Context: an optimization exercise on an open-source flow, tuned for a short achievable clock period and few clock cycles per item. The choices shown serve that exercise and are no tape-out recipe.
Where RTL was checked, it was by simulation tests only, not by an equivalence proof against the original.

==> inputs of job 2071 <==
==> flow/design.v (excerpt) <==
module rv_mini (
    input  logic        clk,
    input  logic        rst_n,
    output logic [31:0] wb_adr,
    output logic [31:0] wb_dat_w,
    output logic [3:0]  wb_sel,
    output logic        wb_we,
    output logic        wb_cyc,
    output logic        wb_stb,
    input  logic [31:0] wb_dat_r,
    input  logic        wb_ack,
    output logic        retire_valid,
    output logic [31:0] retire_pc,
    output logic [4:0]  retire_rd,
    output logic        retire_reg_wen,
    output logic [31:0] retire_data,
    output logic        halted
);
==> flow/config.mk <==
export PLATFORM = sky130hd
export DESIGN_NAME = rv_mini
export DESIGN_NICKNAME = rv_mini
export VERILOG_FILES = /design/flow/design.v
export SDC_FILE = /design/flow/constraint.sdc
export NUM_CORES = 4
export LEC_CHECK = 0
export ABC_CLOCK_PERIOD_IN_PS = 3000
export CAP_MARGIN = 20
export CORE_MARGIN = 2
export CORE_UTILIZATION = 40
export PLACE_DENSITY = 0.6
export SETUP_SLACK_MARGIN = 5
export SLEW_MARGIN = 20
==> flow/constraint.sdc <==
create_clock -name core_clock -period 10.0 [get_ports {clk}]
set_input_delay 2.0000 -clock core_clock [delete_from_list [all_inputs] [get_ports {clk}]]
set_output_delay 2.0000 -clock core_clock [all_outputs]
set_load 0.01 [all_outputs]
standard.sh (not shown) runs the stock make flow with config.mk's settings and CLKGATE_MAP_FILE= SYNTH_SCRIPT=/design/flow/synth_recipe.tcl, a recipe that flattens the netlist after the stock synthesis.
==> flow/flow/run.sh <==
#!/bin/bash
# The standard layout (the standard.sh: standard synthesis, floorplan,
# place, CTS, route, finish) with two changes to how timing is repaired:
# the repair keeps a larger setup margin, so that it keeps optimising below
# the 10 ns clock, and the port buffers start as buf_4 cells instead of the
# delay cells buffer_ports picks by default. Every port still gets its
# buffer; constraints and clock are the design's.
set -euo pipefail
bash standard.sh SETUP_SLACK_MARGIN=7.2 "BUFFER_PORTS_ARGS=-buffer_cell sky130_fd_sc_hd__buf_4" finish > standard_flow.log 2>&1
==> job 3224 (differences from job 2071) <==
--- a/flow/design.v
+++ b/flow/design.v
@@ -118,14 +118,16 @@
 `default_nettype wire
 `default_nettype none
 module rv_mini_regfile (
     input  logic                  clk,
     input  logic                  rst_n,
     input  rv_mini_pkg::reg_idx_t raddr1,
     input  rv_mini_pkg::reg_idx_t raddr2,
+    input  logic [31:0]           rsel1,     
+    input  logic [31:0]           rsel2,
     output rv_mini_pkg::word_t    rdata1,
     output rv_mini_pkg::word_t    rdata2,
     input  rv_mini_pkg::reg_idx_t raddr3,    
     output rv_mini_pkg::word_t    rdata3,
     input  logic                  wen,
     input  rv_mini_pkg::reg_idx_t waddr,
     input  rv_mini_pkg::word_t    wdata
@@ -139,19 +141,22 @@
         end else if (wen && (waddr != '0)) begin
             regs[waddr] <= wdata;
         end
     end
     logic byp1, byp2;
     assign byp1 = wen && (waddr == raddr1) && (raddr1 != '0);
     assign byp2 = wen && (waddr == raddr2) && (raddr2 != '0);
-    rv_mini_pkg::word_t ao1, ao2;
-    assign ao1 = (raddr1 == '0) ? '0 : regs[raddr1];
-    assign ao2 = (raddr2 == '0) ? '0 : regs[raddr2];
-    assign rdata1 = byp1 ? wdata : ao1;
-    assign rdata2 = byp2 ? wdata : ao2;
+    always_comb begin
+        rdata1 = byp1 ? wdata : '0;
+        rdata2 = byp2 ? wdata : '0;
+        for (int i = 1; i < 32; i++) begin
+            rdata1 = rdata1 | (regs[i] & {32{rsel1[i] && !byp1}});
+            rdata2 = rdata2 | (regs[i] & {32{rsel2[i] && !byp2}});
+        end
+    end
     logic [31:0] sel3;
     assign sel3 = 32'd1 << raddr3;
     always_comb begin
         rdata3 = '0;
         for (int i = 1; i < 32; i++) begin
             rdata3 = rdata3 | (regs[i] & {32{sel3[i]}});
         end
@@ -168,15 +173,17 @@
     input  logic                push,
     input  rv_mini_pkg::word_t  push_inst,
     input  logic                push_tag,
     input  logic                pop,
     input  logic                flush,
     output logic [DEPTH-1:0]    valid,
     output logic [DEPTH*32-1:0] inst,     
-    output logic [DEPTH-1:0]    tag       
+    output logic [DEPTH-1:0]    tag,      
+    output logic [31:0]         sel1,     
+    output logic [31:0]         sel2      
 );
     logic [DEPTH-1:0]    v_sh;      
     logic [DEPTH-1:0]    slot;      
     logic [DEPTH*32-1:0] inst_sh;   
     assign inst_sh = {32'b0, inst[DEPTH*32-1:32]};
     always_comb begin
         v_sh = pop ? (valid >> 1) : valid;
@@ -188,14 +195,23 @@
         end else begin
             for (int i = 0; i < DEPTH; i++) begin
                 valid[i] <= v_sh[i] || (push && slot[i]);
             end
         end
     end
     always_ff @(posedge clk) begin
+        if (capture && slot[0]) begin
+            sel1 <= 32'd1 << push_inst[19:15];
+            sel2 <= 32'd1 << push_inst[24:20];
+        end else if (pop) begin
+            sel1 <= 32'd1 << inst[32+15 +: 5];
+            sel2 <= 32'd1 << inst[32+20 +: 5];
+        end
+    end
+    always_ff @(posedge clk) begin
         for (int i = 0; i < DEPTH; i++) begin
             if (capture && slot[i]) begin
                 inst[32*i +: 32] <= push_inst;
                 tag[i]           <= push_tag;
             end else if (pop) begin
                 inst[32*i +: 32] <= inst_sh[32*i +: 32];
                 tag[i]           <= (i < DEPTH - 1) ? tag[(i + 1) % DEPTH] : 1'b0;
@@ -281,26 +297,29 @@
     assign q_ld     = q_v && q_load;
     assign load_out = b_load || q_ld;
     assign mem_out  = b_load || b_store || q_v;
     logic               iq_push, iq_pop, iq_flush;
     logic [N-1:0]       iq_v;
     logic [N*32-1:0]    iq_inst;
     logic [N-1:0]       iq_res;      
+    logic [31:0]        d_sel1, d_sel2;
     rv_mini_seq #(.DEPTH(N)) i_iq (
         .clk       (clk),
         .rst_n     (rst_n),
         .capture   (f_cur),
         .push      (iq_push),
         .push_inst (wb_dat_r),
         .push_tag  (jf_ok),
         .pop       (iq_pop),
         .flush     (iq_flush),
         .valid     (iq_v),
         .inst      (iq_inst),
-        .tag       (iq_res)
+        .tag       (iq_res),
+        .sel1      (d_sel1),
+        .sel2      (d_sel2)
     );
     logic d_addi, d_add, d_lui, d_jalr, d_lw, d_lbu, d_sw, d_sb, d_ebreak;
     logic d_wen, d_use1, d_use2;
     rv_mini_pkg::reg_idx_t d_rd, d_rs1, d_rs2;
     rv_mini_pkg::word_t d_imm;
     rv_mini_idu i_idu (
         .inst      (iq_inst[31:0]),
@@ -325,14 +344,16 @@
     logic rf_rst_n;
     always_ff @(posedge clk) rf_rst_n <= rst_n;
     rv_mini_regfile i_rf (
         .clk    (clk),
         .rst_n  (rf_rst_n),
         .raddr1 (d_rs1),
         .raddr2 (d_rs2),
+        .rsel1  (d_sel1),
+        .rsel2  (d_sel2),
         .rdata1 (rf_a),
         .rdata2 (rf_b),
         .raddr3 (wb_dat_r[19:15]),
         .rdata3 (rf_j),
         .wen    (w_we),
         .waddr  (w_rd),
         .wdata  (w_data)
@@ -531,40 +552,39 @@
     rv_mini_pkg::word_t ld_val;
     rv_mini_wbu i_wbu (
         .dat_r    (wb_dat_r),
         .byte_off (b_off),
         .is_byte  (b_lbu),
         .load_val (ld_val)
     );
-    logic fe1, fe2;
+    logic fe1, fe2, fl1, fl2, hl1, hl2;
     assign fe1 = e_alu && e_wen && (e_rd == d_rs1);
     assign fe2 = e_alu && e_wen && (e_rd == d_rs2);
-    rv_mini_pkg::word_t o_opa, o_addb, o_ops;
-    logic               s_opa, s_addb, s_ops;     
-    logic               l_opa, l_addb, l_ops;     
-    logic               m1, m2;                   
-    assign m1 = b_load && b_wen && (d_go ? (b_rd == d_rs1) : ((b_rd == e_rs1) && e_use1));
-    assign m2 = b_load && b_wen && (d_go ? (b_rd == d_rs2) : (b_rd == e_rs2));
-    assign s_opa  = d_go && !d_lui && fe1 && !e_jalr;
-    assign s_addb = d_go && d_add && fe2 && !e_jalr;
-    assign s_ops  = d_go && fe2 && !e_jalr;
-    assign l_opa  = wb_ack && m1 && !(d_go && d_lui);
-    assign l_addb = wb_ack && m2 && (d_go ? d_add : e_add);
-    assign l_ops  = wb_ack && m2;
+    assign fl1 = ld_ack && b_wen && (b_rd == d_rs1);
+    assign fl2 = ld_ack && b_wen && (b_rd == d_rs2);
+    assign hl1 = ld_ack && b_wen && (b_rd == e_rs1);
+    assign hl2 = ld_ack && b_wen && (b_rd == e_rs2);
+    rv_mini_pkg::word_t d_a, d_b, n_opa, n_addb, n_ops;
+    logic               s_opa, s_addb, s_ops;
+    assign d_a = (fe1 && e_jalr) ? link : fl1 ? ld_val : rf_a;
+    assign d_b = (fe2 && e_jalr) ? link : fl2 ? ld_val : rf_b;
     always_comb begin
         if (d_go) begin
-            o_opa  = d_lui ? 32'd0 : (fe1 && e_jalr) ? link : rf_a;
-            o_addb = !d_add ? d_imm : (fe2 && e_jalr) ? link : rf_b;
-            o_ops  = (fe2 && e_jalr) ? link : rf_b;
+            n_opa  = d_lui ? 32'd0 : d_a;
+            n_addb = d_add ? d_b : d_imm;
+            n_ops  = d_b;
         end else begin
-            o_opa  = e_opa;
-            o_addb = e_addb;
-            o_ops  = e_ops;
+            n_opa  = (hl1 && e_use1) ? ld_val : e_opa;
+            n_addb = (hl2 && e_add) ? ld_val : e_addb;
+            n_ops  = hl2 ? ld_val : e_ops;
         end
     end
+    assign s_opa  = d_go && !d_lui && fe1 && !e_jalr;
+    assign s_addb = d_go && d_add && fe2 && !e_jalr;
+    assign s_ops  = d_go && fe2 && !e_jalr;
     always_ff @(posedge clk) begin
         if (!rst_n) begin
             e_v <= 1'b0;
         end else if (d_go) begin
             e_v <= 1'b1;
         end else if (e_go) begin
             e_v <= 1'b0;
@@ -615,17 +635,17 @@
     end
     always_ff @(posedge clk) begin
         if (!rst_n) begin
             e_opa  <= '0;
             e_addb <= '0;
             e_ops  <= '0;
         end else begin
-            e_opa  <= s_opa  ? x_sum : l_opa  ? ld_val : o_opa;
-            e_addb <= s_addb ? x_sum : l_addb ? ld_val : o_addb;
-            e_ops  <= s_ops  ? x_sum : l_ops  ? ld_val : o_ops;
+            e_opa  <= s_opa  ? x_sum : n_opa;
+            e_addb <= s_addb ? x_sum : n_addb;
+            e_ops  <= s_ops  ? x_sum : n_ops;
         end
     end
     always_ff @(posedge clk) begin
         if (!rst_n) begin
             w_we     <= 1'b0;
             ro_valid <= 1'b0;
             halt_q   <= 1'b0;
==> flow/flow/run.sh (replaced) <==
#!/bin/bash
# The standard layout (the standard.sh: standard synthesis, floorplan,
# place, CTS, route, finish) with two changes to how timing is repaired:
# the repair keeps a larger setup margin, so that it keeps optimising below
# the 10 ns clock, and the port buffers start as buf_4 cells instead of the
# delay cells buffer_ports picks by default. Every port still gets its
# buffer; constraints and clock are the design's.
set -euo pipefail
bash standard.sh SETUP_SLACK_MARGIN=6.8 "BUFFER_PORTS_ARGS=-buffer_cell sky130_fd_sc_hd__buf_4" finish > standard_flow.log 2>&1
==> flow/config.mk (replaced) <==
export PLATFORM = sky130hd
export DESIGN_NAME = rv_mini
export DESIGN_NICKNAME = rv_mini
export VERILOG_FILES = /design/flow/design.v
export SDC_FILE = /design/flow/constraint.sdc
export NUM_CORES = 4
export LEC_CHECK = 0
export ABC_CLOCK_PERIOD_IN_PS = 3000
export CAP_MARGIN = 20
export CORE_MARGIN = 2
export CORE_UTILIZATION = 50
export PLACE_DENSITY = 0.65
export SETUP_SLACK_MARGIN = 5
export SLEW_MARGIN = 20
==> flow_summary.toml <==
[outcome]
error = "[ERROR GRT-0232] Routing congestion too high. Check the congestion heatmap in the GUI."
lastStage = "global routing"
status = "did not finish"

[die]
dieHeight_um = 428

[global_route]
grt_max_degree = 96
met3_usage = 0.623

[logic_synthesis]
synth_fa_ha_area_frac = 0.00923
synth_compound_area_frac = 0.234
That was job 3224.
==> flow_summary.toml <==
[outcome]
status = "no timing/DRC/antenna violations"

[global_route]
grt_max_degree = 80
antenna_found_initial = 36
met3_usage = 0.239

[logic_synthesis]
synth_compound_area_frac = 0.134
synth_fa_ha_area_frac = 0.00895

[die]
dieHeight_um = 485
core_um2 = 230000
That was job 2071.
Testbench counts of job 2071, summed over its fixed seeds: cycles 58,330, insts 21,500.
For job 3224, only the layout was checked, not whether the RTL still works.

[port drivers added, routing unchanged]
How much do the figures lean on ideal ports? The routed layout below was timed once more, with nothing changed but the port constraints.
Step 1 (the two cells are an assumption about what drives the block):
set clk [get_ports {clk}]
set_driving_cell -lib_cell sky130_fd_sc_hd__clkbuf_16 $clk
set_driving_cell -lib_cell sky130_fd_sc_hd__buf_2 [delete_from_list [all_inputs] $clk]
Step 2 moves the port delays by t, midway between the first and last clock arrival at a register: inputs arrive t later, outputs are due t later. That takes back most of the time a late clock gives input paths.
Slacks: no drivers / after step 1 / after step 2; pairs: no drivers / after step 1.
run: job 2071
t, ns: 0.987
setup slack, ns: 6.462 / 6.415 / 5.428
worst setup path after step 2: input to register
After both steps setup and hold are still met in job 2071. For job 2071, drivers alone change the setup slack by -0.047 ns; drivers and shift together by -1.034 ns.
